This is an optimization exercise on Yosys and OpenROAD, whose aim is small area, a short achievable clock period and few clock cycles per item, not a production implementation.
RTL that was checked went through simulation tests only; none was proved equivalent to the original.
For run 1, only the layout was checked, not whether the RTL still works.
Power figures rest on the tool's default switching activity, not on a simulated workload.

File: flow/design.v
package tcjs_pkg;
	localparam int MAX_JOBS_DEF  = 16;
	localparam int TIME_BITS_DEF = 32;
	localparam int ID_W    = 8;
	localparam int BURST_W = 16;
	localparam int PRIO_W  = 8;
	localparam int ARR_W   = 32;
	localparam int TICK_W  = 32;
	localparam int SUM_W   = 48;
	localparam int DONE_W  = 16;
	localparam int MODE_W  = 3;
	localparam int QUANT_W = 16;
	localparam int CFG_W   = 16;
	localparam int CIDX_W  = 1;
endpackage
module tcjs_grp4 #(
	parameter int KW = 16
) (
	input  logic [3:0]        v,
	input  logic [4*KW-1:0]   key,      
	input  logic [15:0]       prec,
	output logic [3:0]        win
);
	localparam int W = KW + 2;
	logic [3:0] beats [4];
	logic [3:0] lt_xy [4];
	for (genvar x = 0; x < 4; x++) begin : g_x
		for (genvar y = x + 1; y < 4; y++) begin : g_y
			tcjs_lt #(.W(W)) u_lt (
				.a  ({!v[x], key[x*KW +: KW], !prec[4*x+y]}),
				.b  ({!v[y], key[y*KW +: KW], 1'b1}),
				.lt (lt_xy[x][y]),
				.gt ()
			);
		end
	end
	always_comb begin
		for (int x = 0; x < 4; x++) begin
			beats[x] = '0;
			for (int y = 0; y < 4; y++)
				if (x < y) beats[x][y] = lt_xy[x][y];
		end
		for (int x = 0; x < 4; x++)
			for (int y = 0; y < 4; y++)
				if (x > y) beats[x][y] = !beats[y][x];
		for (int x = 0; x < 4; x++) begin
			win[x] = 1'b1;
			for (int y = 0; y < 4; y++)
				if (x != y) win[x] = win[x] & beats[x][y];
		end
	end
endmodule
module tcjs_lt #(
	parameter int W = 18
) (
	input  logic [W-1:0] a,
	input  logic [W-1:0] b,
	output logic         lt,
	output logic         gt
);
	logic [31:0] l0, g0;
	logic [15:0] l1, g1;
	logic [7:0]  l2, g2;
	logic [3:0]  l3, g3;
	logic [1:0]  l4, g4;
	always_comb begin
		l0 = '0;
		g0 = '0;
		l0[W-1:0] = ~a & b;
		g0[W-1:0] = a & ~b;
	end
	for (genvar k = 0; k < 16; k++) begin : g_1
		assign l1[k] = l0[2*k+1] | (~g0[2*k+1] & l0[2*k]);
		assign g1[k] = g0[2*k+1] | (~l0[2*k+1] & g0[2*k]);
	end
	for (genvar k = 0; k < 8; k++) begin : g_2
		assign l2[k] = l1[2*k+1] | (~g1[2*k+1] & l1[2*k]);
		assign g2[k] = g1[2*k+1] | (~l1[2*k+1] & g1[2*k]);
	end
	for (genvar k = 0; k < 4; k++) begin : g_3
		assign l3[k] = l2[2*k+1] | (~g2[2*k+1] & l2[2*k]);
		assign g3[k] = g2[2*k+1] | (~l2[2*k+1] & g2[2*k]);
	end
	for (genvar k = 0; k < 2; k++) begin : g_4
		assign l4[k] = l3[2*k+1] | (~g3[2*k+1] & l3[2*k]);
		assign g4[k] = g3[2*k+1] | (~l3[2*k+1] & g3[2*k]);
	end
	assign lt = l4[1] | (~g4[1] & l4[0]);
	assign gt = g4[1] | (~l4[1] & g4[0]);
endmodule
module tcjs_datapath (
	input  logic        clk,
	input  logic        arst_n,
	input  logic        cfg_write,
	input  logic        cfg_index,
	input  logic [15:0] cfg_data,
	input  logic        in_valid,
	output logic        in_stall,
	input  logic        operation,
	input  logic [7:0]  job_id,
	input  logic [15:0] job_burst,
	input  logic [7:0]  job_priority,
	input  logic [31:0] job_arrival,
	output logic        out_valid,
	input  logic        out_stall,
	output logic        table_full,
	output logic        running_valid,
	output logic [7:0]  running_id,
	output logic        job_finished,
	output logic [31:0] turnaround_ticks,
	output logic [31:0] waiting_ticks,
	output logic [47:0] sum_turnaround,
	output logic [47:0] sum_waiting,
	output logic [15:0] done_count,
	output logic [31:0] now_tick
);
	localparam int N = 16;
	logic [15:0] quant_q;
	logic key_burst, key_prio, np_mode, run_mode, rr_mode;
	always_ff @(posedge clk or negedge arst_n) begin
		if (!arst_n) begin
			quant_q   <= 16'd1;
			key_burst <= 1'b0;
			key_prio  <= 1'b0;
			np_mode   <= 1'b0;
			run_mode  <= 1'b1;
			rr_mode   <= 1'b0;
		end else if (cfg_write) begin
			if (cfg_index == 1'b0) begin
				key_burst <= (cfg_data[2:0] == 3'd1) || (cfg_data[2:0] == 3'd2);
				key_prio  <= (cfg_data[2:0] == 3'd3) || (cfg_data[2:0] == 3'd4);
				np_mode   <= (cfg_data[2:0] == 3'd1) || (cfg_data[2:0] == 3'd3);
				run_mode  <= (cfg_data[2:0] <= 3'd5);
				rr_mode   <= (cfg_data[2:0] == 3'd5);
			end else begin
				quant_q <= cfg_data;
			end
		end
	end
	logic iv_q, mv_q, nv_q, ov_q;
	logic        ib_op;
	logic [7:0]  ib_id;
	logic [15:0] ib_burst;
	logic [7:0]  ib_prio;
	logic [31:0] ib_arr;
	logic o_free, n_free, m_free, ex;
	assign o_free = !ov_q || !out_stall;
	assign n_free = !nv_q || o_free;
	assign m_free = !mv_q || n_free;
	assign ex     = m_free && (iv_q || in_valid);
	assign in_stall = iv_q;
	always_ff @(posedge clk or negedge arst_n) begin
		if (!arst_n) iv_q <= 1'b0;
		else if (iv_q) iv_q <= !m_free;
		else iv_q <= in_valid && !m_free;
	end
	always_ff @(posedge clk) begin
		if (!iv_q) begin
			ib_op    <= operation;
			ib_id    <= job_id;
			ib_burst <= job_burst;
			ib_prio  <= job_priority;
			ib_arr   <= job_arrival;
		end
	end
	logic        e_op;
	logic [7:0]  e_id;
	logic [15:0] e_burst;
	logic [7:0]  e_prio;
	logic [31:0] e_arr;
	assign e_op    = iv_q ? ib_op    : operation;
	assign e_id    = iv_q ? ib_id    : job_id;
	assign e_burst = iv_q ? ib_burst : job_burst;
	assign e_prio  = iv_q ? ib_prio  : job_priority;
	assign e_arr   = iv_q ? ib_arr   : job_arrival;
	logic ex_add, ex_tick;
	assign ex_add  = ex && !e_op;
	assign ex_tick = ex && e_op;
	logic [N-1:0] w_q, r_q, a_q;           
	logic [7:0]   id_q   [N];
	logic [7:0]   pr_q   [N];
	logic [31:0]  arr_q  [N];
	logic [15:0]  orig_q [N];
	logic [15:0]  rr_q   [N];              
	logic [N-1:0] p_q    [N];              
	logic [31:0]  t_q;
	logic [15:0]  s_q;
	logic         lock_v_q;
	logic [3:0]   lock_s_q;
	logic [31:0] t_inc;
	assign t_inc = t_q + 32'd1;
	logic [N-1:0] add_oh, dec_oh, dec_t;
	logic [N-1:0] prec [N];
	always_comb begin
		for (int i = 0; i < N; i++)
			for (int j = 0; j < N; j++)
				prec[i][j] = (i < j) ? p_q[i][j] : ((i > j) ? !p_q[j][i] : 1'b0);
	end
	logic [N-1:0] empty, add_sel;
	logic         full;
	always_comb begin
		empty = ~(w_q | r_q);
		add_sel = '0;
		for (int i = N - 1; i >= 0; i--)
			if (empty[i]) add_sel = N'(1) << i;
	end
	assign full = (empty == '0);
	logic [15:0] add_rr, add_orig;
	logic        add_arrived;
	assign add_rr      = (e_burst == 16'd0) ? 16'd0 : e_burst - 16'd1;
	assign add_orig    = (e_burst == 16'd0) ? 16'd1 : e_burst;
	assign add_arrived = (e_arr <= t_q);
	logic [N-1:0] adm, rdy;
	assign adm = w_q & a_q;
	assign rdy = r_q | adm;
	logic [15:0] key [N];
	always_comb begin
		for (int i = 0; i < N; i++)
			key[i] = (rr_q[i] & {16{key_burst}}) | ({8'd0, pr_q[i]} & {16{key_prio}});
	end
	logic         lock_hit;
	logic [N-1:0] lock_oh, cand;
	assign lock_oh  = N'(1) << lock_s_q;
	assign lock_hit = np_mode && lock_v_q && rdy[lock_s_q];
	assign cand     = (run_mode ? rdy : '0) & (lock_hit ? lock_oh : '1);
	localparam logic [11:0] PXV = {2'd2, 2'd1, 2'd1, 2'd0, 2'd0, 2'd0};
	localparam logic [11:0] PYV = {2'd3, 2'd3, 2'd2, 2'd3, 2'd2, 2'd1};
	logic [5:0]  lrr_q [4], grr_q [4], lpr_q [4], gpr_q [4];
	logic [3:0]  gwin [4];
	logic [3:0]  gv;
	logic [15:0] gkey [4];
	logic [1:0]  gidx [4];
	logic [15:0] rr_m1 [N];
	for (genvar g = 0; g < 4; g++) begin : g_l1
		logic [5:0] bxy;       
		logic [3:0] c4;
		assign c4 = cand[4*g +: 4];
		always_comb begin
			for (int p = 0; p < 6; p++)
				bxy[p] = (key_burst & lrr_q[g][p]) | (key_prio & lpr_q[g][p]) |
				         (!(key_burst & grr_q[g][p]) & !(key_prio & gpr_q[g][p]) &
				          prec[4*g+PXV[2*p +: 2]][4*g+PYV[2*p +: 2]]);
			gwin[g] = c4;
			for (int p = 0; p < 6; p++) begin
				if (c4[PYV[2*p +: 2]] && !bxy[p]) gwin[g][PXV[2*p +: 2]] = 1'b0;
				if (c4[PXV[2*p +: 2]] &&  bxy[p]) gwin[g][PYV[2*p +: 2]] = 1'b0;
			end
			gv[g] = |c4;
			gkey[g] = '0;
			for (int x = 0; x < 4; x++) if (gwin[g][x]) gkey[g] = gkey[g] | key[4*g+x];
			gidx[g] = {gwin[g][3] | gwin[g][2], gwin[g][3] | gwin[g][1]};
		end
		logic [15:0] opa;
		logic [3:0]  lta, gta, ltp, gtp;
		always_comb begin
			opa = '0;
			for (int x = 0; x < 4; x++) if (gwin[g][x]) opa = opa | rr_m1[4*g+x];
			if (!e_op) opa = add_rr;
		end
		for (genvar k = 0; k < 4; k++) begin : g_k
			tcjs_lt #(.W(16)) u_ca (.a(opa), .b(rr_q[4*g+k]), .lt(lta[k]), .gt(gta[k]));
			tcjs_lt #(.W(8))  u_cp (.a(e_prio), .b(pr_q[4*g+k]), .lt(ltp[k]), .gt(gtp[k]));
		end
		always_ff @(posedge clk) begin
			for (int p = 0; p < 6; p++) begin
				if (add_oh[4*g+PXV[2*p +: 2]]) begin
					lrr_q[g][p] <= lta[PYV[2*p +: 2]];
					grr_q[g][p] <= gta[PYV[2*p +: 2]];
					lpr_q[g][p] <= ltp[PYV[2*p +: 2]];
					gpr_q[g][p] <= gtp[PYV[2*p +: 2]];
				end else if (add_oh[4*g+PYV[2*p +: 2]]) begin
					lrr_q[g][p] <= gta[PXV[2*p +: 2]];
					grr_q[g][p] <= lta[PXV[2*p +: 2]];
					lpr_q[g][p] <= gtp[PXV[2*p +: 2]];
					gpr_q[g][p] <= ltp[PXV[2*p +: 2]];
				end else if (dec_t[4*g+PXV[2*p +: 2]]) begin
					lrr_q[g][p] <= lta[PYV[2*p +: 2]];
					grr_q[g][p] <= gta[PYV[2*p +: 2]];
				end else if (dec_t[4*g+PYV[2*p +: 2]]) begin
					lrr_q[g][p] <= gta[PXV[2*p +: 2]];
					grr_q[g][p] <= lta[PXV[2*p +: 2]];
				end
			end
		end
	end
	logic [15:0] p2;
	logic [63:0] k2;
	always_comb begin
		for (int x = 0; x < 4; x++) begin
			k2[x*16 +: 16] = gkey[x];
			for (int y = 0; y < 4; y++)
				p2[4*x+y] = (x == y) ? 1'b0 : prec[{2'(x), gidx[x]}][{2'(y), gidx[y]}];
		end
	end
	logic [3:0] twin;
	tcjs_grp4 #(.KW(16)) u_top (.v(gv), .key(k2), .prec(p2), .win(twin));
	logic [N-1:0] tree_win;
	always_comb begin
		for (int i = 0; i < N; i++) tree_win[i] = twin[i/4] & gwin[i/4][i%4] & cand[i];
	end
	logic [N-1:0] win;
	logic         ran;
	assign ran = (cand != '0);
	assign win = tree_win;
	logic [3:0] widx;
	always_comb begin
		widx = '0;
		for (int i = 0; i < N; i++) if (win[i]) widx = widx | 4'(i);
	end
	logic [N-1:0] zero;
	always_comb begin
		for (int i = 0; i < N; i++) begin
			zero[i]  = (rr_q[i] == 16'd0);
			rr_m1[i] = rr_q[i] - 16'd1;
		end
	end
	logic         done;
	logic [N-1:0] fin_oh;
	assign fin_oh = win & zero;
	assign dec_oh = win & ~zero;
	assign done   = |fin_oh;
	assign dec_t  = ex_tick ? dec_oh : '0;
	logic [15:0] qv, s0, s1, s_next;
	logic        rot;
	assign qv = (quant_q == 16'd0) ? 16'd1 : quant_q;
	assign s0 = (s_q == 16'd0) ? qv : s_q;
	assign s1 = s0 - 16'd1;
	assign rot = rr_mode && (s1 == 16'd0);
	assign s_next = (done || s1 == 16'd0) ? qv : s1;
	logic [N-1:0] adm_oh, wrest_oh, rot_oh, rdy_oh;
	assign add_oh   = (ex_add && !full) ? add_sel : '0;
	assign adm_oh   = ex_tick ? adm : '0;
	assign wrest_oh = w_q & ~a_q;
	assign rdy_oh   = rdy;
	assign rot_oh   = (ex_tick && rot) ? dec_oh : '0;
	always_ff @(posedge clk or negedge arst_n) begin
		if (!arst_n) begin
			w_q      <= '0;
			r_q      <= '0;
			t_q      <= '0;
			s_q      <= '0;
			lock_v_q <= 1'b0;
			lock_s_q <= '0;
		end else if (ex_add) begin
			if (!full) w_q <= w_q | add_sel;
		end else if (ex_tick) begin
			w_q <= w_q & ~adm;
			r_q <= rdy & ~fin_oh;
			t_q <= t_inc;
			if (np_mode) begin
				lock_v_q <= ran && !done;
				lock_s_q <= ran ? widx : 4'd0;
			end else if (run_mode) begin
				lock_v_q <= 1'b0;
			end
			if (ran && rr_mode) s_q <= s_next;
		end
	end
	always_ff @(posedge clk) begin
		for (int i = 0; i < N; i++) begin
			if (ex_add && add_sel[i] && !full) begin
				id_q[i]   <= e_id;
				pr_q[i]   <= e_prio;
				arr_q[i]  <= e_arr;
				orig_q[i] <= add_orig;
				rr_q[i]   <= add_rr;
				a_q[i]    <= add_arrived;
			end else if (ex_tick) begin
				a_q[i] <= (arr_q[i] == t_inc);
				if (dec_oh[i]) rr_q[i] <= rr_m1[i];
			end
		end
		for (int i = 0; i < N; i++)
			for (int j = i + 1; j < N; j++)
				if (add_oh[j]) p_q[i][j] <= 1'b1;
				else if (add_oh[i]) p_q[i][j] <= 1'b0;
				else if (rot_oh[j] && rdy_oh[i]) p_q[i][j] <= 1'b1;
				else if (rot_oh[i] && rdy_oh[j]) p_q[i][j] <= 1'b0;
				else if (adm_oh[i] && wrest_oh[j]) p_q[i][j] <= 1'b1;
				else if (adm_oh[j] && wrest_oh[i]) p_q[i][j] <= 1'b0;
	end
	logic       m_full, m_rv, m_fin, m_tick;
	logic [3:0] m_idx;
	always_ff @(posedge clk or negedge arst_n) begin
		if (!arst_n) mv_q <= 1'b0;
		else if (m_free) mv_q <= ex;
	end
	always_ff @(posedge clk) begin
		if (m_free && ex) begin
			m_tick <= e_op;
			m_full <= !e_op && full;
			m_rv   <= e_op && ran;
			m_fin  <= e_op && ran && done;
			m_idx  <= widx;
		end
	end
	logic        n_full, n_rv, n_fin, n_tick;
	logic [7:0]  n_id;
	logic [31:0] n_tat;
	logic [15:0] n_orig;
	always_ff @(posedge clk or negedge arst_n) begin
		if (!arst_n) nv_q <= 1'b0;
		else if (n_free) nv_q <= mv_q;
	end
	always_ff @(posedge clk) begin
		if (n_free && mv_q) begin
			n_tick <= m_tick;
			n_full <= m_full;
			n_rv   <= m_rv;
			n_fin  <= m_fin;
			n_id   <= m_rv ? id_q[m_idx] : 8'd0;
			n_tat  <= m_fin ? t_q - arr_q[m_idx] : 32'd0;
			n_orig <= orig_q[m_idx];
		end
	end
	logic [31:0] wt;
	logic [47:0] sw_add;
	logic        wt_neg;
	logic [1:0]  t_ahead;
	assign wt_neg   = (n_tat[31:16] == 16'd0) && (n_tat[15:0] < n_orig);
	assign wt       = wt_neg ? 32'd0 : n_tat - {16'd0, n_orig};
	assign sw_add   = sum_waiting + {16'd0, n_tat} - {32'd0, n_orig};
	assign t_ahead  = {1'b0, n_tick} + {1'b0, mv_q && m_tick};
	always_ff @(posedge clk or negedge arst_n) begin
		if (!arst_n) begin
			ov_q           <= 1'b0;
			sum_turnaround <= '0;
			sum_waiting    <= '0;
			done_count     <= '0;
		end else if (o_free) begin
			ov_q <= nv_q;
			if (nv_q && n_fin) begin
				sum_turnaround <= sum_turnaround + {16'd0, n_tat};
				if (!wt_neg) sum_waiting <= sw_add;
				done_count     <= done_count + 16'd1;
			end
		end
	end
	always_ff @(posedge clk) begin
		if (o_free && nv_q) begin
			table_full       <= n_full;
			running_valid    <= n_rv;
			running_id       <= n_id;
			job_finished     <= n_fin;
			turnaround_ticks <= n_tat;
			waiting_ticks    <= wt;
			now_tick         <= t_q - {30'd0, t_ahead};
		end
	end
	assign out_valid = ov_q;
endmodule
module tick_cpu_job_scheduler #(
	parameter int MAX_JOBS  = tcjs_pkg::MAX_JOBS_DEF,
	parameter int TIME_BITS = tcjs_pkg::TIME_BITS_DEF
) (
	input  logic                          clk,
	input  logic                          arst_n,
	input  logic                          cfg_write,
	input  logic [tcjs_pkg::CIDX_W-1:0]   cfg_index,
	input  logic [tcjs_pkg::CFG_W-1:0]    cfg_data,
	input  logic                          in_valid,
	output logic                          in_stall,
	input  logic                          operation,
	input  logic [tcjs_pkg::ID_W-1:0]     job_id,
	input  logic [tcjs_pkg::BURST_W-1:0]  job_burst,
	input  logic [tcjs_pkg::PRIO_W-1:0]   job_priority,
	input  logic [tcjs_pkg::ARR_W-1:0]    job_arrival,
	output logic                          out_valid,
	input  logic                          out_stall,
	output logic                          table_full,
	output logic                          running_valid,
	output logic [tcjs_pkg::ID_W-1:0]     running_id,
	output logic                          job_finished,
	output logic [tcjs_pkg::TICK_W-1:0]   turnaround_ticks,
	output logic [tcjs_pkg::TICK_W-1:0]   waiting_ticks,
	output logic [tcjs_pkg::SUM_W-1:0]    sum_turnaround,
	output logic [tcjs_pkg::SUM_W-1:0]    sum_waiting,
	output logic [tcjs_pkg::DONE_W-1:0]   done_count,
	output logic [tcjs_pkg::TICK_W-1:0]   now_tick
);
	tcjs_datapath u_dp (
		.clk              (clk),
		.arst_n           (arst_n),
		.cfg_write        (cfg_write),
		.cfg_index        (cfg_index),
		.cfg_data         (cfg_data),
		.in_valid         (in_valid),
		.in_stall         (in_stall),
		.operation        (operation),
		.job_id           (job_id),
		.job_burst        (job_burst),
		.job_priority     (job_priority),
		.job_arrival      (job_arrival),
		.out_valid        (out_valid),
		.out_stall        (out_stall),
		.table_full       (table_full),
		.running_valid    (running_valid),
		.running_id       (running_id),
		.job_finished     (job_finished),
		.turnaround_ticks (turnaround_ticks),
		.waiting_ticks    (waiting_ticks),
		.sum_turnaround   (sum_turnaround),
		.sum_waiting      (sum_waiting),
		.done_count       (done_count),
		.now_tick         (now_tick)
	);
endmodule
File: flow/run.sh
#!/bin/bash
# synth_recipe.tcl (not shown) runs the flow's synth.tcl, then flattens the netlist and writes it again
# the make line also repeats each setting of config.mk as NAME=value (left out here)
make -C /OpenROAD-flow-scripts/flow DESIGN_CONFIG=/design/flow/config.mk WORK_HOME=/design/flow/orfs CLKGATE_MAP_FILE= SYNTH_SCRIPT=/design/flow/synth_recipe.tcl finish
File: flow/config.mk
export PLATFORM = sky130hd
export DESIGN_NAME = tick_cpu_job_scheduler
export DESIGN_NICKNAME = tick_cpu_job_scheduler
export VERILOG_FILES = /design/flow/design.v
export SDC_FILE = /design/flow/constraint.sdc
export NUM_CORES = 4
export LEC_CHECK = 0
export CAP_MARGIN = 20
export CORE_MARGIN = 2
export CORE_UTILIZATION = 40
export SETUP_SLACK_MARGIN = 3.5
export SLEW_MARGIN = 20
File: flow/constraint.sdc
create_clock -name core_clock -period 10.0 [get_ports {clk}]
set_input_delay 2.0000 -clock core_clock [delete_from_list [all_inputs] [get_ports {clk}]]
set_output_delay 2.0000 -clock core_clock [all_outputs]
set_load 0.01 [all_outputs]
==> metrics.yaml, run 1 <==
global_route:
  grt_pass1_wl_mm: 714
  top_usage_layer: "met2"
  grt_use_total_pct: 35.1
  grt_util_met1_pct: 48.0
  overflow: 0
  met3_usage_pct: 11.0
  grt_pass1_vias: 92800
  use_met2_pct: 49.9
  grt_max_degree: 122
  antenna_found_initial: 48
timing:
  hold_slack_ns: 0.432
  fin_crit_sh_pct: 66.0
  tightest_slew_ns: 1.26
  finClkSkew_ns: 0.102
  rsz0062_at_grt: "yes"
  hold_violations: 0
  slew_headroom_pct: 15.9
  max_freq_mhz: 152
  period_minus_slack_ns: 6.60
  slew_violations: 0
  fin_tns_setup_ns: 0
  setup_viol_count_final: 0
clocking:
  insertion_delay_ns: 0.96
  clock_path_buffers: 4
  cts_sinks: 1974
  h-tree-depth: 4
  root_buffer: "clkbuf_16"
  cts-buffers-inserted: 224
  cts_tree: "done"
  cts_hold_buf: 0
  cts.clk_slew.worst_paths_ns: 0.06
layout:
  final_util_pct: 47.6
  drive_above_1_share_pct: 13.4
  syn2layout_area_growth_pct: 18.7
  nFillCells: 25700
  final_cells: 15300
  nets: 11700
place:
  port_buffers: 307
  gp_congestion: 1.02
  numPlacedInstances: 14600
  hpwl_mm: 358
worst_setup_path:
  required_ns: 10.44
  r2r-start: "u_dp.w_q[1]"
  start_kind: "register"
  arrival_ns: 7.04
  critPathMaxFanout: 77
  r2r_slack_ns: 3.40
  end_kind: "register"
  rr_endpoint: "u_dp.arr_q[4][7]"
  worst-setup-path-type: "reg2reg"
  r2r_cells: 16
synth:
  async_flop_share_pct: 11.2
  ys.warnings.count: 40
  synth_area_per_cell_um2: 10.2
  synth-seq-cells: 1974
  synth_edf_count: 1567
  synth_cell_type_count: 114
  synth_seq_area_share_pct: 50.4
  synth_largest_area_cell: "edfxtp_1"
  syn_nets: 11200
  synth_area_leaders: "edfxtp_1, dfrtp_1, xnor2_1"
  synth_top_area_share_pct: 42.1
  netlist_area_mm2: 0.112
  synth_cells: 10900
  synth_ff_type: "edfxtp_1"
floorplan:
  io_pins: 308
  rows: 194
  initial_core_util_pct: 40.1
  die_x_um: 533
  fp.dieH_um: 533
  die-area_mm2: 0.284
  coreArea_mm2: 0.279
pwr:
  p_total_w: 0.0368
  vdd_ir_drop_max_v: 0.000211
  p_per_area_mw_per_mm2: 278
  p_leak_nw: 46.6
worst_hold_path:
  min_path_type: "reg2reg"
  hold_end: "u_dp.running_id[0]"
  hp-start: "u_dp.n_id[0]"
  hold_path_depth: 0
detailed_routing:
  wl_mm: 521
  wl_per_cell_um: 34.0
  route.detailed.drc: 0
  dr.pass1.iters: 7
  first_iter_violations: 15200
  vias: 99800
  ant_nets: 0
  via_per_inst: 6.51
run:
  drv_cap: 0
run_status:
  status: "timing/DRC/antenna clean"
-- stage by stage --
step | cell area [um2] | setup slack, ns
after detailed placement | 120000 | 0.841
final | 133000 | 3.40
after global routing | 133000 | 3.32
after global placement | 120000 | 1.15
after CTS | 131000 | 3.44
after floorplan | 112000 | 3.61
-- worst max path at each step --
stage                             from           endpoint  slack [ns]  cells after the start
final                      u_dp.w_q[1]   u_dp.arr_q[4][7]        3.40                     16
after floorplan              operation  u_dp.rr_q[13][10]        3.61                     12
after global placement    job_burst[0]   u_dp.lrr_q[0][2]        1.15                     22
after CTS                  u_dp.w_q[7]   u_dp.lrr_q[2][0]        3.44                     25
after global routing       u_dp.a_q[7]   u_dp.lrr_q[2][2]        3.32                     25
after detailed placement   u_dp.w_q[7]    u_dp.rr_q[6][1]        0.84                     20
-- area by class of cell --
class / count / area, um2 / area share, %
Timing Repair Buffer: 911 / 8670 / 6.54
Clock buffer: 283 / 6100 / 4.60
Timing Repair inverter: 2 / 46.3 / 0.0349
Antenna cell: 34 / 85.1 / 0.0641
Clock inverter: 136 / 1520 / 1.15
Multi-Input combinational cell: 7867 / 53700 / 40.4
Sequential cell: 1974 / 56400 / 42.5
Tap cell: 3724 / 4660 / 3.51
Inverter: 401 / 1570 / 1.19
-- critical path, cell delays in order, from the launching register on --
cell      delay (ns)
dfrtp_1         0.43
buf_4           0.36
o22ai_1         0.33
nor3_2          0.42
o21ai_0         0.26
or3_1           0.55
nor3_2          0.46
o21ai_0         0.25
o21bai_1        0.26
o21bai_1        0.27
nand3_1         0.13
buf_4           0.28
or3_1           0.34
or3_2           0.64
buf_6           0.42
inv_4           0.07
buf_12          0.22
-- per-layer routing --
layer / part of all wire [%] / vias to the layer above
met4: 5.4 / 38
met1: 40 / 49400
li1: - / 41800
met3: 14 / 1326
met2: 41 / 7190
met5: 0.051 / -
-- cell usage in the layout, fill, tap and decap left out, types with 169 or more instances in the layout --
cell type	instances
xnor2_1	540
inv_1	372
dfrtp_1	201
a21oi_1	808
nand4_1	191
clkbuf_16	232
xor2_1	381
a22oi_1	527
dfxtp_1	185
edfxtp_1	1567
clkdlybuf4s50_1	306
ha_1	199
nor3_1	169
nand3_1	204
o21ai_0	624
buf_4	493
maj3_1	351
nand2_1	759
nor2_1	927
-- state kept, by name (all words and copies together) (netlist names), 48 cells and up --
| signal | flops |
|---|---|
| u_dp.sum_waiting | 48 |
| u_dp.id_q | 128 |
| u_dp.arr_q | 512 |
| u_dp.p_q | 120 |
| u_dp.rr_q | 256 |
| u_dp.orig_q | 256 |
| u_dp.sum_turnaround | 48 |
| u_dp.pr_q | 128 |
-- kinds of logic after synthesis --
logic type / count (synthesis) / synth area share (%)
multiplexers: 136 / 1.32
adder cells (fa/ha/maj): 573 / 5.76
AND/OR/NAND/NOR: 3005 / 12.8
AO/OA/AOI/OAI: 3185 / 18.4
flip-flops: 1974 / 50.4
buffers and inverters: 1092 / 3.82
XOR/XNOR: 960 / 7.52
-- where the power goes --
part	leakage [nW]	switching (W)	internal, W
Clock	3.71	0.00368	0.00505
Sequential	18.6	0.00106	0.0102
Combinational	24.3	0.0108	0.00611
Total	46.6	0.0155	0.0213
-- cell usage after synthesis, drive strengths merged (55+ instances only) --
| master | count |
|---|---|
| nor2b | 76 |
| a22o | 79 |
| and2 | 81 |
| a22oi | 532 |
| nand3 | 207 |
| a221oi | 74 |
| o31ai | 71 |
| buf | 163 |
| edfxtp | 1567 |
| a211oi | 70 |
| o21ai | 695 |
| nor2 | 959 |
| o22ai | 148 |
| xnor2 | 576 |
| mux2 | 80 |
| nor3 | 196 |
| ha | 199 |
| a21o | 81 |
| a21oi | 839 |
| dfrtp | 220 |
| clkbuf | 527 |
| xor2 | 384 |
| nand2 | 781 |
| or3 | 75 |
| mux2i | 55 |
| dfxtp | 185 |
| o221ai | 69 |
| nor4 | 133 |
| nand4 | 192 |
| inv | 395 |
| nand2b | 85 |
| o211ai | 132 |
| a31oi | 80 |
| maj3 | 354 |
-- what timing repair did --
| action | CTS | global route |
|---|---|---|
| setup buffers | 168 | 84 |
| resized for setup | 306 | 238 |
| setup endpoints to repair | 888 | 566 |
| pin swaps | 72 | 88 |
| cloned | 12 | 4 |
==> inputs of run 2 (changes only) <==
--- a/flow/design.v
+++ b/flow/design.v
@@ -186,7 +186,7 @@
 	logic [31:0]  t_q;
 	logic [15:0]  s_q;
 	logic         lock_v_q;
-	logic [3:0]   lock_s_q;
+	logic [N-1:0] lock_oh_q;               
 	logic [31:0] t_inc;
 	assign t_inc = t_q + 32'd1;
 	logic [N-1:0] add_oh, dec_oh, dec_t;
@@ -219,10 +219,9 @@
 			key[i] = (rr_q[i] & {16{key_burst}}) | ({8'd0, pr_q[i]} & {16{key_prio}});
 	end
 	logic         lock_hit;
-	logic [N-1:0] lock_oh, cand;
-	assign lock_oh  = N'(1) << lock_s_q;
-	assign lock_hit = np_mode && lock_v_q && rdy[lock_s_q];
-	assign cand     = (run_mode ? rdy : '0) & (lock_hit ? lock_oh : '1);
+	logic [N-1:0] cand;
+	assign lock_hit = np_mode && lock_v_q;
+	assign cand     = (run_mode ? rdy : '0) & (lock_hit ? lock_oh_q : '1);
 	localparam logic [11:0] PXV = {2'd2, 2'd1, 2'd1, 2'd0, 2'd0, 2'd0};
 	localparam logic [11:0] PYV = {2'd3, 2'd3, 2'd2, 2'd3, 2'd2, 2'd1};
 	logic [5:0]  lrr_q [4], grr_q [4], lpr_q [4], gpr_q [4];
@@ -328,7 +327,7 @@
 	assign rot = rr_mode && (s1 == 16'd0);
 	assign s_next = (done || s1 == 16'd0) ? qv : s1;
 	logic [N-1:0] adm_oh, wrest_oh, rot_oh, rdy_oh;
-	assign add_oh   = (ex_add && !full) ? add_sel : '0;
+	assign add_oh   = ex_add ? empty : '0;
 	assign adm_oh   = ex_tick ? adm : '0;
 	assign wrest_oh = w_q & ~a_q;
 	assign rdy_oh   = rdy;
@@ -340,16 +339,16 @@
 			t_q      <= '0;
 			s_q      <= '0;
 			lock_v_q <= 1'b0;
-			lock_s_q <= '0;
+			lock_oh_q <= '0;
 		end else if (ex_add) begin
-			if (!full) w_q <= w_q | add_sel;
+			w_q <= w_q | add_sel;
 		end else if (ex_tick) begin
 			w_q <= w_q & ~adm;
 			r_q <= rdy & ~fin_oh;
 			t_q <= t_inc;
 			if (np_mode) begin
 				lock_v_q <= ran && !done;
-				lock_s_q <= ran ? widx : 4'd0;
+				lock_oh_q <= win;
 			end else if (run_mode) begin
 				lock_v_q <= 1'b0;
 			end
@@ -358,7 +357,7 @@
 	end
 	always_ff @(posedge clk) begin
 		for (int i = 0; i < N; i++) begin
-			if (ex_add && add_sel[i] && !full) begin
+			if (ex_add && empty[i]) begin
 				id_q[i]   <= e_id;
 				pr_q[i]   <= e_prio;
 				arr_q[i]  <= e_arr;
--- a/flow/config.mk
+++ b/flow/config.mk
@@ -7,6 +7,8 @@
 export LEC_CHECK = 0
 export CAP_MARGIN = 20
 export CORE_MARGIN = 2
-export CORE_UTILIZATION = 40
+export CORE_UTILIZATION = 50
+export CTS_CLUSTER_DIAMETER = 120
+export CTS_CLUSTER_SIZE = 24
 export SETUP_SLACK_MARGIN = 3.5
 export SLEW_MARGIN = 20
==> run 2 against run 1 <==
Worst setup slack gained 0.051 ns; first-iteration DRC count rose by 1.7%; final area fell by 5.9%; fmax rose by 0.77%; non-clock buffer count shrank 237; clock power decreased by 46%.
==> metrics.yaml, run 2 <==
clocking:
  h-tree-depth: 3  # was 4
  cts.clk_slew.worst_paths_ns: 0.11  # was 0.06 ns
  root_buffer: "clkbuf_16"  # unchanged
  cts_tree: "done"  # unchanged
  cts-buffers-inserted: 93  # was 224
  cts_sinks: 1986  # was 1,974
  clock_path_buffers: 3  # was 4
  insertion_delay_ns: 0.86  # was 0.96 ns
floorplan:
  initial_core_util_pct: 50.3  # was 40.1%
  io_pins: 308  # unchanged
  fp.dieH_um: 479  # was 533 um
  coreArea_mm2: 0.225  # was 0.279 mm2
  die_x_um: 479  # was 533 um
  die-area_mm2: 0.230  # was 0.284 mm2
  rows: 174  # was 194
timing:
  fin_crit_sh_pct: 65.5  # was 66.0%
  hold_violations: 0  # unchanged
  finClkSkew_ns: 0.0508  # was 0.102 ns
  period_minus_slack_ns: 6.55  # was 6.60 ns
  fin_tns_setup_ns: 0  # unchanged
  slew_headroom_pct: 15.2  # was 15.9%
  max_freq_mhz: 153  # was 152 MHz
  rsz0062_at_grt: "yes"  # unchanged
  slew_violations: 0  # unchanged
  tightest_slew_ns: 1.26  # about the same
  setup_viol_count_final: 0  # unchanged
pwr:
  power.share.combinational_pct: 47.2  # was 45.8%
  p_per_area_mw_per_mm2: 256  # was 278 mW/mm2
  vdd_ir_drop_max_v: 0.000194  # was 0.000211 V
  p_sw_w: 0.0141  # was 0.0155 W
  p_leak_nw: 42.7  # was 46.6 nW
  pwr-share-clk_pct: 14.7  # was 23.7%
  p_total_w: 0.0320  # was 0.0368 W
  intPower_w: 0.0179  # was 0.0213 W
  power_frac_seq_pct: 38.1  # was 30.5%
  p_sw_share_pct: 44.0  # was 42.1%
place:
  numPlacedInstances: 14000  # was 14,600
  port_buffers: 307  # unchanged
  dpl-instance-area_mm2: 0.120  # about the same
  hpwl_mm: 339  # was 358 mm
  gp_congestion: 1.02  # about the same
synth:
  synth-simple-area-share_pct: 13.4  # was 12.8%
  netlist_area_mm2: 0.113  # was 0.112 mm2
  synth_cell_type_count: 117  # was 114
  synth_top_family_by_area: "compound AO/OA/AOI/OAI gates"  # unchanged
  synth_compound_area_share_pct: 18.5  # was 18.4%
  synthAdderAreaFrac_pct: 5.55  # was 5.76%
  synth_largest_area_cell: "edfxtp_1"  # unchanged
  ys.warnings.count: 40  # unchanged
  synth_edf_count: 1567  # unchanged
  synth_cells: 11100  # was 10,900
  yosys-top-cells-count: "edfxtp_1, a21oi_1, nor2_1"  # was edfxtp_1, nor2_1, a21oi_1
  syn_nets: 11400  # was 11,200
  synth_seq_area_share_pct: 50.1  # was 50.4%
  yosysMostFrequentCell: "edfxtp_1"  # unchanged
  synth_ff_type: "edfxtp_1"  # unchanged
  synth_top_area_share_pct: 41.7  # was 42.1%
  synth-seq-cells: 1986  # was 1,974
  synth_area_leaders: "edfxtp_1, dfrtp_1, xnor2_1"  # unchanged
  synth-xor-area-share_pct: 7.45  # was 7.52%
  synth_mux_area_share_pct: 1.29  # was 1.32%
  async_flop_share_pct: 11.8  # was 11.2%
  synth_area_per_cell_um2: 10.2  # about the same
global_route:
  overflow: 0  # unchanged
  grt_pass1_vias: 90800  # was 92,800
  grt_use_total_pct: 40.8  # was 35.1%
  grt_pass1_wl_mm: 677  # was 714 mm
  grt_max_degree: 73  # was 122
  antenna_found_initial: 33  # was 48
worst_setup_path:
  crit_path_max_incr_delay_ns: 0.65  # was 0.64 ns
  critPathMostFrequentCell: "buf_4"
  start_kind: "register"  # unchanged
  critPathMaxFanout: 15  # was 77
  required_ns: 10.51  # was 10.44 ns
  crit_path_cell_trace: "a21o_1 > nand3_1 > a2bb2oi_4 > nand2_4 > buf_4 > o22a_1 > o221ai_1 > and2_1 > a2111oi_2 > o32ai_1 > a41o_1 > a32o_1 > nor3_2 > nor3b_4 > and2_2 > a21oi_2 > clkinvlp_4 > buf_4"  # was buf_4 > o22ai_1 > nor3_2 > o21ai_0 > or3_1 > nor3_2 > o21ai_0 > o21bai_1 > o21bai_1 > nand3_1 > buf_4 > or3_1 > or3_2 > buf_6 > inv_4 > buf_12
  critPathTopFamily: "compound AO/OA/AOI/OAI gates"  # was simple AND/OR/NAND/NOR gates
  critical-path-slowest-cell: "dfrtp_1"  # was or3_2
  r2r-start: "u_dp.r_q[9]"  # was u_dp.w_q[1]
  arrival_ns: 7.06  # was 7.04 ns
  critPathBufInv: 3  # was 5
  cp-startpoint: "u_dp.r_q[9]"  # was u_dp.w_q[1]
  worst-setup-path-type: "reg2reg"  # unchanged
  end_kind: "register"  # unchanged
worst_hold_path:
  min_path_type: "reg2reg"  # unchanged
  hp-start: "u_dp.n_id[1]"  # was u_dp.n_id[0]
detailed_routing:
  ant_nets: 0  # unchanged
  first_iter_violations: 15400  # was 15,200
  wl_mm: 485  # was 521 mm
  vias: 98000  # was 99,800
  dr.pass1.iters: 7  # unchanged
  wl_per_cell_um: 34.0  # about the same
  via_per_inst: 6.86  # was 6.51
  route.detailed.drc: 0  # unchanged
layout:
  largest_register_ffs: 512  # unchanged
  final_cells: 14300  # was 15,300
  final_cell_mix: "edfxtp_1, a21oi_1, nor2_1, nand2_1, o21ai_0"  # was edfxtp_1, nor2_1, a21oi_1, nand2_1, o21ai_0
  nFillCells: 19700  # was 25,700
  reg.largest.list: "u_dp.arr_q: 512 flops, u_dp.orig_q: 256 flops, u_dp.rr_q: 256 flops"  # unchanged
  nets: 11500  # was 11,700
  drive_above_1_share_pct: 8.54  # was 13.4%
  stdcell_area_mm2: 0.125  # was 0.133 mm2
  syn2layout_area_growth_pct: 10.6  # was 18.7%
  largest_register: "u_dp.arr_q"  # unchanged
  layout_commonest_cell: "edfxtp_1"  # unchanged
run_status:
  status: "timing/DRC/antenna clean"  # unchanged
run:
  drv_cap: 0  # unchanged
## run 2: cell count changes in the layout (fill, tap and decap cells not counted), sizes merged, moves of 68 or more
cell,change
and3,+71
nand3,+158
clkinv,-68
clkbuf,-123
buf,-234
nor2,-83
nor3,+118
a22oi,-73
## run 2: logic make-up after synthesis
group / Yosys count
flip-flops: 1986
AND/OR/NAND/NOR: 3137
multiplexers: 135
buffers and inverters: 1061
adder cells (fa/ha/maj): 556
XOR/XNOR: 960
AO/OA/AOI/OAI: 3240
## run 2: timing repair
item | CTS | global route
cloned | 1 | 0
resized for setup | 132 | 108
hold buffers | 0 | 0
buffers inserted | 78 | 18
setup endpoints to repair | 552 | 482
pin swaps | 24 | 14
## run 2: path summary, 6_finish.rpt
path	to	slack [ns]	cells past startpoint
min in group asynchronous	u_dp.sum_turnaround[2]	1.11	1
setup reg to reg	u_dp.rr_q[11][1]	3.45	18
hold / removal	u_dp.running_id[1]	0.43	0
max in group asynchronous	u_dp.sum_turnaround[21]	7.00	3
hold reg to reg	u_dp.running_id[1]	0.43	0
setup / recovery	u_dp.rr_q[11][1]	3.45	18
## run 2: metrics by stage
step           utilization (%)  hold WS [ns]  setup WS (ns)
3_3_place_gp              53.3         0.404           1.36
6_report                  55.6         0.429           3.45
3_5_place_dp              53.4         0.406           1.50
5_1_grt                   55.6         0.431           3.43
4_1_cts                   55.2         0.425           3.51
2_1_floorplan                -         0.400           3.54
## run 2: cell type report
type	instances	area, um2	share of cell area [%]
clock inverter	11	219	0.175
tap	2992	3740	3.00
inverter	387	1530	1.22
multi-input combinational	8028	53900	43.1
antenna	31	77.6	0.0621
clock buffer	161	2610	2.09
timing repair buffer	674	6250	5.00
sequential	1986	56600	45.3
## run 2: per-layer routing
layer	part of all wire (%)	track usage (%)
met1	38	54.8
met2	44	61.2
met3	12	9.89
met4	6.3	21.6
met5	0.025	0
## run 2: power groups by stage
stage | Clock (W) | Combinational, W | Sequential, W
3_3_place_gp | 0 | 0.0140 | 0.0123
4_1_cts | 0.00474 | 0.0146 | 0.0121
6_report | 0.00472 | 0.0151 | 0.0122
5_1_grt | 0.00500 | 0.0160 | 0.0123
3_5_place_dp | 0 | 0.0142 | 0.0123
2_1_floorplan | 0 | 0.00908 | 0.0117
Testbench counts of run 2, summed over its fixed seeds: cycles 7,424, items 7,200.
==> inputs of run 3 (changes only) <==
--- a/flow/config.mk
+++ b/flow/config.mk
@@ -8,7 +8,7 @@
 export CAP_MARGIN = 20
 export CORE_MARGIN = 2
 export CORE_UTILIZATION = 50
-export CTS_CLUSTER_DIAMETER = 120
-export CTS_CLUSTER_SIZE = 24
-export SETUP_SLACK_MARGIN = 3.5
+export CTS_CLUSTER_DIAMETER = 100
+export CTS_CLUSTER_SIZE = 20
+export SETUP_SLACK_MARGIN = 5
 export SLEW_MARGIN = 20
==> run 3 against run 2 <==
Non-clock buffer count up 646; clock skew is 0.030 ns higher; via count up 6.3%; worst setup slack improved by 0.83 ns; cell count grew 5.0%; largest cell class is now multi-input gates; sequential power about the same; critical path type unchanged; first-iteration DRC count rose by 9.1%.
==> metrics.yaml, run 3 <==
worst_hold_path:
  hp-start: "u_dp.n_rv"  # was u_dp.n_id[1]
  min_path_type: "reg2reg"  # unchanged
detailed_routing:
  route.detailed.drc: 0  # unchanged
  wl_per_cell_um: 34.9  # was 34.0 um
  vias: 104000  # was 98,000
  first_iter_violations: 16900  # was 15,400
  dr.pass1.iters: 14  # was 7
  wl_mm: 523  # was 485 mm
  via_per_inst: 6.95  # was 6.86
  ant_nets: 0  # unchanged
worst_setup_path:
  end_kind: "register"  # unchanged
  arrival_ns: 6.41  # was 7.06 ns
  required_ns: 10.69  # was 10.51 ns
  r2r_slack_ns: 4.28  # was 3.45 ns
  start_kind: "register"  # unchanged
  cp-startpoint: "u_dp.r_q[9]"  # unchanged
  r2r-start: "u_dp.r_q[9]"  # unchanged
  critPathMaxFanout: 17  # was 15
  worst-setup-path-type: "reg2reg"  # unchanged
global_route:
  overflow: 0  # unchanged
  grt_pass1_vias: 97700  # was 90,800
  grt_max_degree: 94  # was 73
  grt_use_total_pct: 43.8  # was 40.8%
  antenna_found_initial: 31  # was 33
  grt_pass1_wl_mm: 726  # was 677 mm
clocking:
  cts-buffers-inserted: 117  # was 93
  cts_sinks: 1986  # unchanged
  cts_tree: "done"  # unchanged
  h-tree-depth: 3  # unchanged
  cts.clk_slew.worst_paths_ns: 0.10  # was 0.11 ns
  root_buffer: "clkbuf_16"  # unchanged
  insertion_delay_ns: 0.91  # was 0.86 ns
  clock_path_buffers: 3  # unchanged
timing:
  fin_crit_sh_pct: 57.2  # was 65.5%
  max_freq_mhz: 175  # was 153 MHz
  fin_ws_ns: 4.28  # was 3.45 ns
  hold_violations: 0  # unchanged
  tightest_slew_ns: 1.31  # was 1.26 ns
  finClkSkew_ns: 0.0810  # was 0.0508 ns
  fin_tns_setup_ns: 0  # unchanged
  slew_violations: 0  # unchanged
  period_minus_slack_ns: 5.72  # was 6.55 ns
  rsz0062_at_grt: "yes"  # unchanged
  setup_viol_count_final: 0  # unchanged
  slew_headroom_pct: 12.7  # was 15.2%
floorplan:
  io_pins: 308  # unchanged
  coreArea_mm2: 0.225  # unchanged
  die_x_um: 479  # unchanged
  rows: 174  # unchanged
  die-area_mm2: 0.230  # unchanged
  initial_core_util_pct: 50.3  # unchanged
  fp.dieH_um: 479  # unchanged
synth:
  syn_nets: 11400  # unchanged
  synth_cell_type_count: 117  # unchanged
  synth_area_leaders: "edfxtp_1, dfrtp_1, xnor2_1"  # unchanged
  synth_edf_count: 1567  # unchanged
  synth_cells: 11100  # unchanged
  async_flop_share_pct: 11.8  # unchanged
  netlist_area_mm2: 0.113  # unchanged
  synth_seq_area_share_pct: 50.1  # unchanged
  synth_ff_type: "edfxtp_1"  # unchanged
  ys.warnings.count: 40  # unchanged
  yosysMostFrequentCell: "edfxtp_1"  # unchanged
  synth_area_per_cell_um2: 10.2  # unchanged
  synth_largest_area_cell: "edfxtp_1"  # unchanged
  synth-seq-cells: 1986  # unchanged
  synth_top_area_share_pct: 41.7  # unchanged
  yosys-top-cells-count: "edfxtp_1, a21oi_1, nor2_1"  # unchanged
layout:
  multiInputGateArea_mm2: 0.0598  # was 0.0539 mm2
  largest_register: "u_dp.arr_q"  # unchanged
  nFillCells: 18200  # was 19,700
  reg.largest.list: "u_dp.arr_q: 512 flops, u_dp.orig_q: 256 flops, u_dp.rr_q: 256 flops"  # unchanged
  register_area_mm2: 0.0567  # was 0.0566 mm2
  syn2layout_area_growth_pct: 24.0  # was 10.6%
  final_cell_mix: "edfxtp_1, nor2_1, a21oi_1, nand2_1, buf_4"  # was edfxtp_1, a21oi_1, nor2_1, nand2_1, o21ai_0
  layout_commonest_cell: "edfxtp_1"  # unchanged
  drive_above_1_share_pct: 21.3  # was 8.54%
  nets: 12200  # was 11,500
  largest_register_ffs: 512  # unchanged
pwr:
  p_per_area_mw_per_mm2: 260  # was 256 mW/mm2
  p_leak_nw: 49.0  # was 42.7 nW
  p_total_w: 0.0364  # was 0.0320 W
  vdd_ir_drop_max_v: 0.000191  # was 0.000194 V
place:
  pre_cts_ws_ns: 2.19  # was 1.50 ns
  port_buffers: 307  # unchanged
  hpwl_mm: 335  # was 339 mm
  gp_congestion: 1.04  # was 1.02
run_status:
  status: "timing/DRC/antenna clean"  # unchanged
run:
  drv_cap: 0  # unchanged
==> run 3: routing by layer <==
metal | vias up | wire (um) | track usage (%)
met5 | - | 149 | 0
met4 | 20 | 44500 | 29.0
met3 | 1999 | 68700 | 12.9
met2 | 8039 | 221000 | 64.8
met1 | 50900 | 188000 | 55.6
li1 | 43200 | - | -
==> run 3: critical path: stages, from the launching register on <==
cell and delay, ns:
dfrtp_1 0.67, a21o_2 0.45, and3_1 0.39, o21a_2 0.37, nand2_2 0.26, buf_6 0.25
o22a_1 0.24, o221ai_2 0.21, and2_1 0.26, a2111oi_4 0.07, o32ai_2 0.31, a41o_1 0.22
a32o_2 0.24, buf_12 0.12, nand3_4 0.08, buf_12 0.15, buf_12 0.13, buf_6 0.11
nor4_4 0.29, buf_4 0.21, buf_12 0.19, nand2_4 0.06, a2bb2oi_2 0.15, o21ai_1 0.07
==> run 3: cell type report <==
type                            count  share of cell area (%)
Antenna cell                       24                  0.0429
Inverter                          387                    1.13
Timing Repair inverter              9                  0.0902
Timing Repair Buffer             1320                    10.3
Clock buffer                      195                    2.35
Multi-Input combinational cell   8047                    42.6
Clock inverter                     29                   0.291
Tap cell                         2992                    2.67
Sequential cell                  1986                    40.4
==> run 3: path summary, 6_finish.rpt <==
| kind | to | cells after the start |
|---|---|---|
| min in group asynchronous | u_dp.t_q[2] | 1 |
| worst min register to register | u_dp.running_valid | 0 |
| worst max register to register | u_dp.p_q[2][13] | 23 |
| worst max-delay path | u_dp.p_q[2][13] | 23 |
| max in group asynchronous | u_dp.key_prio | 2 |
| worst min-delay path | u_dp.running_valid | 0 |
==> run 3: timing repair <==
| action | CTS | global route |
|---|---|---|
| cloned | 74 | 5 |
| buffers inserted | 551 | 121 |
| endpoints found under the setup margin | 1263 | 675 |
| resized for setup | 1461 | 449 |
| pin swaps | 497 | 274 |
| hold buffers | 0 | 0 |
==> run 3: power by group <==
part           total, W  internal [W]  switching (W)  leakage (nW)
logic            0.0188       0.00753         0.0112          28.1
registers        0.0122        0.0107        0.00151          19.1
clock network   0.00540       0.00232        0.00308          1.76
total            0.0364        0.0206         0.0158          49.0
==> run 3: cell families after synthesis <==
group	after synthesis	synth area share, %
XOR/XNOR	960	7.45
AO/OA/AOI/OAI	3240	18.5
flip-flops	1986	50.1
AND/OR/NAND/NOR	3137	13.4
buffers and inverters	1061	3.69
multiplexers	135	1.29
adder cells (fa/ha/maj)	556	5.55
==> run 3: metrics by stage <==
stage	util (%)	cell area [um2]	std cells	hold WS, ns
floorplan	-	114000	11100	0.400
global placement	53.6	120000	14000	0.406
detailed placement	53.6	120000	14000	0.405
CTS	60.9	137000	14800	0.426
global route	62.3	140000	15000	0.434
finish	62.4	140000	15000	0.427
==> inputs of run 4 (changes only) <==
--- a/flow/config.mk
+++ b/flow/config.mk
@@ -10,5 +10,5 @@
 export CORE_UTILIZATION = 50
 export CTS_CLUSTER_DIAMETER = 100
 export CTS_CLUSTER_SIZE = 20
-export SETUP_SLACK_MARGIN = 5
+export SETUP_SLACK_MARGIN = 4.5
 export SLEW_MARGIN = 20
==> run 4 against run 3 <==
Still clean; global-route usage fell by 1.5 points; synthesized cell count did not move; sequential share of layout area rose by 1.8 points; cell count fell by 1.7%; clock power rose by 3%; core utilization fell by 2.7 points; area after synthesis did not move; sequential power barely moved; clock skew rose by 0.0047 ns; critical path depth fell by 6; combinational power fell by 11%; highest routed layer unchanged.
==> metrics.yaml, run 4 <==
clocking:
  h-tree-depth: 3  # unchanged
  root_buffer: "clkbuf_16"  # unchanged
  cts.clk_slew.worst_paths_ns: 0.09  # was 0.10 ns
  insertion_delay_ns: 0.90  # was 0.91 ns
  cts-buffers-inserted: 119  # was 117
  clock_path_buffers: 3  # unchanged
  cts_tree: "done"  # unchanged
  cts_hold_buf: 0  # unchanged
  cts_sinks: 1986  # unchanged
pwr:
  p_per_area_mw_per_mm2: 259  # was 260 mW/mm2
  p_leak_nw: 46.7  # was 49.0 nW
  p_sw_w: 0.0150  # was 0.0158 W
  intPower_w: 0.0197  # was 0.0206 W
  power_frac_seq_pct: 35.4  # was 33.6%
  pwr-share-clk_pct: 16.1  # was 14.8%
  power.share.combinational_pct: 48.5  # was 51.6%
  p_sw_share_pct: 43.3  # was 43.5%
  vdd_ir_drop_max_v: 0.000208  # was 0.000191 V
worst_setup_path:
  end_kind: "register"  # unchanged
  crit_path_end: "u_dp.grr_q[3][4]"  # was u_dp.p_q[2][13]
  r2r_slack_ns: 4.38  # was 4.28 ns
  crit_path_max_incr_delay_ns: 0.64  # was 0.67 ns
  worst-setup-path-type: "in2reg"  # was reg2reg
  critical-path-slowest-cell: "or4_4"  # was dfrtp_1
  cp-startpoint: "job_burst[5]"  # was u_dp.r_q[9]
  arrival_ns: 6.26  # was 6.41 ns
  r2r-start: "u_dp.a_q[15]"  # was u_dp.r_q[9]
  critPathMaxFanout: 4  # was 17
  rr_endpoint: "u_dp.rr_q[15][6]"  # was u_dp.p_q[2][13]
  r2r_cells: 20  # was 23
  crit_path_cell_trace: "buf_6 > mux2_4 > or4_4 > nor4_4 > nand2_2 > o31ai_4 > buf_12 > buf_12 > nor2_4 > buf_12 > or3_4 > maj3_2 > maj3_2 > maj3_2 > a21oi_2 > a21boi_4 > a21oi_1"  # was a21o_2 > and3_1 > o21a_2 > nand2_2 > buf_6 > o22a_1 > o221ai_2 > and2_1 > a2111oi_4 > o32ai_2 > a41o_1 > a32o_2 > buf_12 > nand3_4 > buf_12 > buf_12 > buf_6 > nor4_4 > buf_4 > buf_12 > nand2_4 > a2bb2oi_2 > o21ai_1
  required_ns: 10.62  # was 10.69 ns
  start_kind: "input pin"  # was register
detailed_routing:
  dr.pass1.iters: 9  # was 14
  via_per_inst: 6.87  # was 6.95
  first_iter_violations: 16100  # was 16,900
  ant_nets: 0  # unchanged
  wl_mm: 508  # was 523 mm
  route.detailed.drc: 0  # unchanged
  wl_per_cell_um: 34.5  # was 34.9 um
  vias: 101000  # was 104,000
floorplan:
  die-area_mm2: 0.230  # unchanged
  fp.dieH_um: 479  # unchanged
  initial_core_util_pct: 50.3  # unchanged
  io_pins: 308  # unchanged
  die_x_um: 479  # unchanged
  rows: 174  # unchanged
  coreArea_mm2: 0.225  # unchanged
layout:
  multiInputGateArea_mm2: 0.0571  # was 0.0598 mm2
  largest_register_ffs: 512  # unchanged
  nets: 11900  # was 12,200
  stdcell_area_mm2: 0.134  # was 0.140 mm2
  drive_above_1_share_pct: 16.3  # was 21.3%
  final_cells: 14700  # was 15,000
  syn2layout_area_growth_pct: 18.7  # was 24.0%
  register_area_mm2: 0.0567  # about the same
  reg.largest.list: "u_dp.arr_q: 512 flops, u_dp.orig_q: 256 flops, u_dp.rr_q: 256 flops"  # unchanged
  final_cell_mix: "edfxtp_1, a21oi_1, nor2_1, nand2_1, buf_4"  # was edfxtp_1, nor2_1, a21oi_1, nand2_1, buf_4
  largest_register: "u_dp.arr_q"  # unchanged
  nFillCells: 18900  # was 18,200
  layout_commonest_cell: "edfxtp_1"  # unchanged
synth:
  synth_ff_type: "edfxtp_1"  # unchanged
  synth_seq_area_share_pct: 50.1  # unchanged
  syn_nets: 11400  # unchanged
  yosysMostFrequentCell: "edfxtp_1"  # unchanged
  synth-seq-cells: 1986  # unchanged
  yosys-top-cells-count: "edfxtp_1, a21oi_1, nor2_1"  # unchanged
  netlist_area_mm2: 0.113  # unchanged
  synth_edf_count: 1567  # unchanged
  synth_largest_area_cell: "edfxtp_1"  # unchanged
  synth_cells: 11100  # unchanged
  synth_area_leaders: "edfxtp_1, dfrtp_1, xnor2_1"  # unchanged
  ys.warnings.count: 40  # unchanged
  synth_top_area_share_pct: 41.7  # unchanged
  synth_cell_type_count: 117  # unchanged
  synth_area_per_cell_um2: 10.2  # unchanged
  async_flop_share_pct: 11.8  # unchanged
timing:
  hold_violations: 0  # unchanged
  setup_viol_count_final: 0  # unchanged
  fin_tns_setup_ns: 0  # unchanged
  period_minus_slack_ns: 5.64  # was 5.72 ns
  tightest_slew_ns: 1.42  # was 1.31 ns
  slew_violations: 0  # unchanged
  max_freq_mhz: 177  # was 175 MHz
  fin_crit_sh_pct: 56.4  # was 57.2%
  finClkSkew_ns: 0.0857  # was 0.0810 ns
  hold_slack_ns: 0.432  # was 0.427 ns
  slew_headroom_pct: 5.16  # was 12.7%
  rsz0062_at_grt: "yes"  # unchanged
place:
  dpl-instance-area_mm2: 0.120  # about the same
  port_buffers: 307  # unchanged
  numPlacedInstances: 14000  # about the same
  gp_congestion: 1.04  # about the same
  hpwl_mm: 339  # was 335 mm
global_route:
  overflow: 0  # unchanged
  antenna_found_initial: 38  # was 31
  grt_max_degree: 123  # was 94
  grt_pass1_vias: 94000  # was 97,700
  grt_pass1_wl_mm: 701  # was 726 mm
  grt_use_total_pct: 42.3  # was 43.8%
run:
  drv_cap: 0  # unchanged
worst_hold_path:
  min_path_type: "reg2reg"  # unchanged
run_status:
  status: "timing/DRC/antenna clean"  # unchanged
[run 4: critical path, delay by kind of cell]
kind	cells	cell delay, ns
AO/OA/AOI/OAI	4	0.75
adder cells (fa/ha/maj)	3	0.92
buffers and inverters	4	0.67
multiplexers	1	0.27
AND/OR/NAND/NOR	5	1.62
[run 4: kinds of logic after synthesis]
family,Yosys count,share of synthesized area (%)
xor gates and xnor gates,960,7.45
DFF,1986,50.1
adders and majority gates,556,5.55
muxes,135,1.29
and+or+nand+nor,3137,13.4
buffers and inverters,1061,3.69
AOI/OAI and AO/OA,3240,18.5
[run 4: how the worst min path moves through the flow]
| stage | from | endpoint | slack (ns) | cells after the start |
|---|---|---|---|---|
| final | u_dp.n_id[4] | u_dp.running_id[4] | 0.43 | 0 |
| after global routing | u_dp.n_id[4] | u_dp.running_id[4] | 0.43 | 0 |
| after CTS | u_dp.n_id[4] | u_dp.running_id[4] | 0.43 | 0 |
| after detailed placement | u_dp.n_id[0] | u_dp.running_id[0] | 0.41 | 0 |
| after global placement | u_dp.n_id[4] | u_dp.running_id[4] | 0.42 | 0 |
| after floorplan | u_dp.m_full | u_dp.n_full | 0.40 | 0 |
[run 4: layout make-up]
type / instances / share of cell area [%]
Antenna cell: 20 / 0.0373
Timing Repair inverter: 1 / 0.00653
Tap cell: 2992 / 2.79
Sequential cell: 1986 / 42.2
Clock inverter: 32 / 0.409
Inverter: 387 / 1.15
Timing Repair Buffer: 1089 / 8.31
Clock buffer: 193 / 2.50
Multi-Input combinational cell: 8040 / 42.6
[run 4: timing repair]
action,4_1_cts,5_1_grt
endpoints found under the setup margin,573,603
setup buffers,290,187
gates resized for setup,635,451
gates cloned,29,18
endpoints found under the hold margin,0,0
pin swaps,152,277
[run 4: stage by stage]
stage          setup slack, ns  power, W  utilization [%]
6_report                  4.36    0.0347             59.7
5_1_grt                   4.27    0.0360             59.7
4_1_cts                   4.43    0.0332             57.9
3_5_place_dp              2.05    0.0265             53.5
3_3_place_gp              2.05    0.0263             53.4
2_1_floorplan             4.06    0.0208                -
[run 4: metal layers]
| layer | track usage (%) | part of all wire (%) | up-vias | wire length (um) |
|---|---|---|---|---|
| li1 | - | - | 42600 | - |
| met5 | 0 | 0.014 | - | 70 |
| met3 | 10.4 | 12 | 1699 | 60900 |
| met4 | 27.5 | 8.3 | 10 | 42300 |
| met1 | 55.0 | 37 | 49800 | 188000 |
| met2 | 63.0 | 43 | 7160 | 217000 |
[run 4: power groups by stage]
stage | sequential [W] | clock (W) | combinational [W]
finish | 0.0123 | 0.00558 | 0.0168
global placement | 0.0124 | 0 | 0.0139
detailed placement | 0.0124 | 0 | 0.0141
floorplan | 0.0117 | 0 | 0.00914
global route | 0.0123 | 0.00588 | 0.0178
CTS | 0.0122 | 0.00560 | 0.0154
==> inputs of run 5 (changes only) <==
--- a/flow/config.mk
+++ b/flow/config.mk
@@ -5,6 +5,7 @@
 export SDC_FILE = /design/flow/constraint.sdc
 export NUM_CORES = 4
 export LEC_CHECK = 0
+export ABC_AREA = 1
 export CAP_MARGIN = 20
 export CORE_MARGIN = 2
 export CORE_UTILIZATION = 50
==> run 5 against run 4 <==
Global-route usage is 0.16 points lower; sequential power is 11% lower; critical path depth is 3 lower; clock skew is 0.012 ns higher; area after synthesis is 2.0% higher; final area is 3.3% lower; die area is 2.0% higher; sequential share of layout area is 1.4 points higher; first-iteration DRC count is 7.3% higher.
==> metrics.yaml, run 5 <==
timing:
  setup_viol_count_final: 0  # unchanged
  finClkSkew_ns: 0.0972  # was 0.0857 ns
  fin_ws_ns: 4.44  # was 4.36 ns
  slew_violations: 0  # unchanged
  fin_crit_sh_pct: 55.6  # was 56.4%
  fin_tns_setup_ns: 0  # unchanged
  rsz0062_at_grt: "yes"  # unchanged
  tightest_slew_ns: 1.30  # was 1.42 ns
  hold_violations: 0  # unchanged
  slew_headroom_pct: 12.9  # was 5.16%
  period_minus_slack_ns: 5.56  # was 5.64 ns
  max_freq_mhz: 180  # was 177 MHz
worst_setup_path:
  rr_endpoint: "u_dp.lock_v_q"  # was u_dp.rr_q[15][6]
  r2r_cells: 35  # was 20
  end_kind: "register"  # unchanged
  cp-startpoint: "operation"  # was job_burst[5]
  r2r_slack_ns: 4.45  # was 4.38 ns
  critPathMaxFanout: 20  # was 4
  start_kind: "input pin"  # unchanged
  crit_path_max_incr_delay_ns: 0.66  # was 0.64 ns
  crit_path_cell_trace: "clkdlybuf4s50_1 > o21ai_4 > inv_4 > nor2_1 > bufinv_8 > nor2_4 > inv_4 > buf_12 > nand4_1 > nor4_4 > nand3_2 > nor3b_4 > nand4_1 > o31ai_4"  # was buf_6 > mux2_4 > or4_4 > nor4_4 > nand2_2 > o31ai_4 > buf_12 > buf_12 > nor2_4 > buf_12 > or3_4 > maj3_2 > maj3_2 > maj3_2 > a21oi_2 > a21boi_4 > a21oi_1
  critPathBufInv: 5  # was 4
  crit_path_end: "u_dp.a_q[6]"  # was u_dp.grr_q[3][4]
  crit_cells: 14  # was 17
  required_ns: 10.55  # was 10.62 ns
  arrival_ns: 6.11  # was 6.26 ns
  r2r-start: "u_dp.key_prio"  # was u_dp.a_q[15]
  critPathTopFamily: "simple AND/OR/NAND/NOR gates"  # unchanged
  worst-setup-path-type: "in2reg"  # unchanged
  critical-path-slowest-cell: "o31ai_4"  # was or4_4
clocking:
  root_buffer: "clkbuf_16"  # unchanged
  cts.clk_slew.worst_paths_ns: 0.09  # about the same
  clock_path_buffers: 3  # unchanged
  insertion_delay_ns: 0.90  # about the same
  cts_tree: "done"  # unchanged
  cts_sinks: 1986  # unchanged
  cts-buffers-inserted: 120  # was 119
  h-tree-depth: 3  # unchanged
layout:
  largest_register: "u_dp.arr_q"  # unchanged
  reg.largest.list: "u_dp.arr_q: 512 flops, u_dp.orig_q: 256 flops, u_dp.rr_q: 256 flops"  # unchanged
  layout_commonest_cell: "nand2_1"  # was edfxtp_1
  final_cell_mix: "nand2_1, edfxtp_1, inv_1, o21ai_0, nor2_1"  # was edfxtp_1, a21oi_1, nor2_1, nand2_1, buf_4
  largest_register_ffs: 512  # unchanged
  nets: 14300  # was 11,900
  final_util_pct: 56.5  # was 59.7%
  nFillCells: 20800  # was 18,900
  syn2layout_area_growth_pct: 12.6  # was 18.7%
  final_cells: 17100  # was 14,700
  drive_above_1_share_pct: 8.50  # was 16.3%
run:
  drv_cap: 0  # unchanged
pwr:
  p_per_area_mw_per_mm2: 255  # was 259 mW/mm2
  p_leak_nw: 53.5  # was 46.7 nW
  vdd_ir_drop_max_v: 0.000200  # was 0.000208 V
  p_total_w: 0.0330  # was 0.0347 W
synth:
  synth_area_per_cell_um2: 8.48  # was 10.2 um2
  synth_edf_count: 1567  # unchanged
  synth_area_leaders: "edfxtp_1, nand2_1, o21ai_0"  # was edfxtp_1, dfrtp_1, xnor2_1
  synth_largest_area_cell: "edfxtp_1"  # unchanged
  yosysMostFrequentCell: "nand2_1"  # was edfxtp_1
  async_flop_share_pct: 11.8  # unchanged
  synth-seq-cells: 1986  # unchanged
  synth_cells: 13600  # was 11,100
  synth_top_area_share_pct: 40.8  # was 41.7%
  ys.warnings.count: 40  # unchanged
  synth_cell_type_count: 80  # was 117
  synth_ff_type: "edfxtp_1"  # unchanged
  synth_seq_area_share_pct: 49.1  # was 50.1%
  yosys-top-cells-count: "nand2_1, edfxtp_1, inv_1"  # was edfxtp_1, a21oi_1, nor2_1
  netlist_area_mm2: 0.115  # was 0.113 mm2
  syn_nets: 13900  # was 11,400
detailed_routing:
  wl_mm: 511  # was 508 mm
  via_per_inst: 6.33  # was 6.87
  dr.pass1.iters: 9  # unchanged
  route.detailed.drc: 0  # unchanged
  first_iter_violations: 17200  # was 16,100
  vias: 108000  # was 101,000
  wl_per_cell_um: 29.9  # was 34.5 um
  ant_nets: 0  # unchanged
place:
  pre_cts_ws_ns: 1.97  # was 2.05 ns
  gp_congestion: 1.10  # was 1.04
  numPlacedInstances: 16700  # was 14,000
  hpwl_mm: 369  # was 339 mm
  port_buffers: 307  # unchanged
global_route:
  grt_pass1_wl_mm: 714  # was 701 mm
  antenna_found_initial: 53  # was 38
  grt_max_degree: 75  # was 123
  overflow: 0  # unchanged
  grt_use_total_pct: 42.1  # was 42.3%
  grt_pass1_vias: 98800  # was 94,000
floorplan:
  die-area_mm2: 0.234  # was 0.230 mm2
  io_pins: 308  # unchanged
  coreArea_mm2: 0.229  # was 0.225 mm2
  die_x_um: 484  # was 479 um
  initial_core_util_pct: 50.2  # was 50.3%
  rows: 176  # was 174
  fp.dieH_um: 484  # was 479 um
run_status:
  status: "timing/DRC/antenna clean"  # unchanged
worst_hold_path:
  min_path_type: "reg2reg"  # unchanged
run 5: cell count changes after synthesis, sizes merged, moves of 110 or more:
| cell | before | now |
|---|---|---|
| nor2 | 878 | 1140 |
| and3 | 113 | 3 |
| nand2 | 727 | 3445 |
| xor2 | 368 | 601 |
| xnor2 | 592 | 184 |
| inv | 378 | 1557 |
| nor3 | 314 | 159 |
| a21oi | 901 | 386 |
| o21ai | 724 | 1505 |
| clkbuf | 530 | 370 |
| nand3 | 365 | 503 |
| a22oi | 459 | 1 |
| maj3 | 337 | 0 |
run 5: metal layers:
layer	track usage (%)	up-vias	wire, um
li1	-	46900	-
met1	58.3	52100	199000
met2	58.6	7885	206000
met3	16.8	1252	83000
met4	16.6	28	23800
met5	0.102	-	205
run 5: per-stage QoR:
stage	hold slack [ns]	cell area [um2]
after floorplan	0.400	115000
after global placement	0.412	122000
after detailed placement	0.406	122000
after CTS	0.427	128000
after global routing	0.439	130000
final	0.428	130000
run 5: logic make-up after synthesis:
logic type / synth area share, %
multiplexers: 0.0967
adder cells (fa/ha/maj): 2.51
flip-flops: 49.1
buffers and inverters: 7.09
AND/OR/NAND/NOR: 20.8
AO/OA/AOI/OAI: 14.4
XOR/XNOR: 6.01
run 5: worst min path at each step:
stage                             from                 end  slack (ns)  depth (start not counted)
after global routing      u_dp.n_id[6]  u_dp.running_id[6]        0.44                          0
after global placement    u_dp.n_id[1]  u_dp.running_id[1]        0.41                          0
after CTS                 u_dp.n_id[6]  u_dp.running_id[6]        0.43                          0
final                     u_dp.n_id[6]  u_dp.running_id[6]        0.43                          0
after detailed placement  u_dp.n_id[6]  u_dp.running_id[6]        0.41                          0
after floorplan            u_dp.m_full         u_dp.n_full        0.40                          0
run 5: repair_timing:
item,4_1_cts,5_1_grt
resized for setup,219,218
pin swaps,38,56
cloned,6,1
setup endpoints to repair,546,496
hold buffers,0,0
buffers inserted,89,86
run 5: final cells by class:
class                   instances  area [um2]  area share (%)
diodes                         20        50.0          0.0386
clock buffers                 190        3330            2.57
clock inverters                35         582           0.449
inverters                    1579        6120            4.72
multi-input cells            9522       52100            40.1
flip-flops and latches       1986       56600            43.7
well taps                    3026        3790            2.92
repair buffers                742        7140            5.50
repair inverters                1        5.00         0.00386
run 5: where the power goes:
| group | switching, W | internal (W) | total (W) |
|---|---|---|---|
| registers | 0.000866 | 0.0102 | 0.0110 |
| clock network | 0.00314 | 0.00246 | 0.00561 |
| logic | 0.0112 | 0.00521 | 0.0164 |
| total | 0.0152 | 0.0179 | 0.0330 |

Check on run 5: ideal ports give 4.436 ns setup slack; a clkbuf_16 on the clock port and buf_2 on the inputs give 4.453 ns; moving port delays by the midpoint clock arrival (0.941 ns) as well gives 3.565 ns.
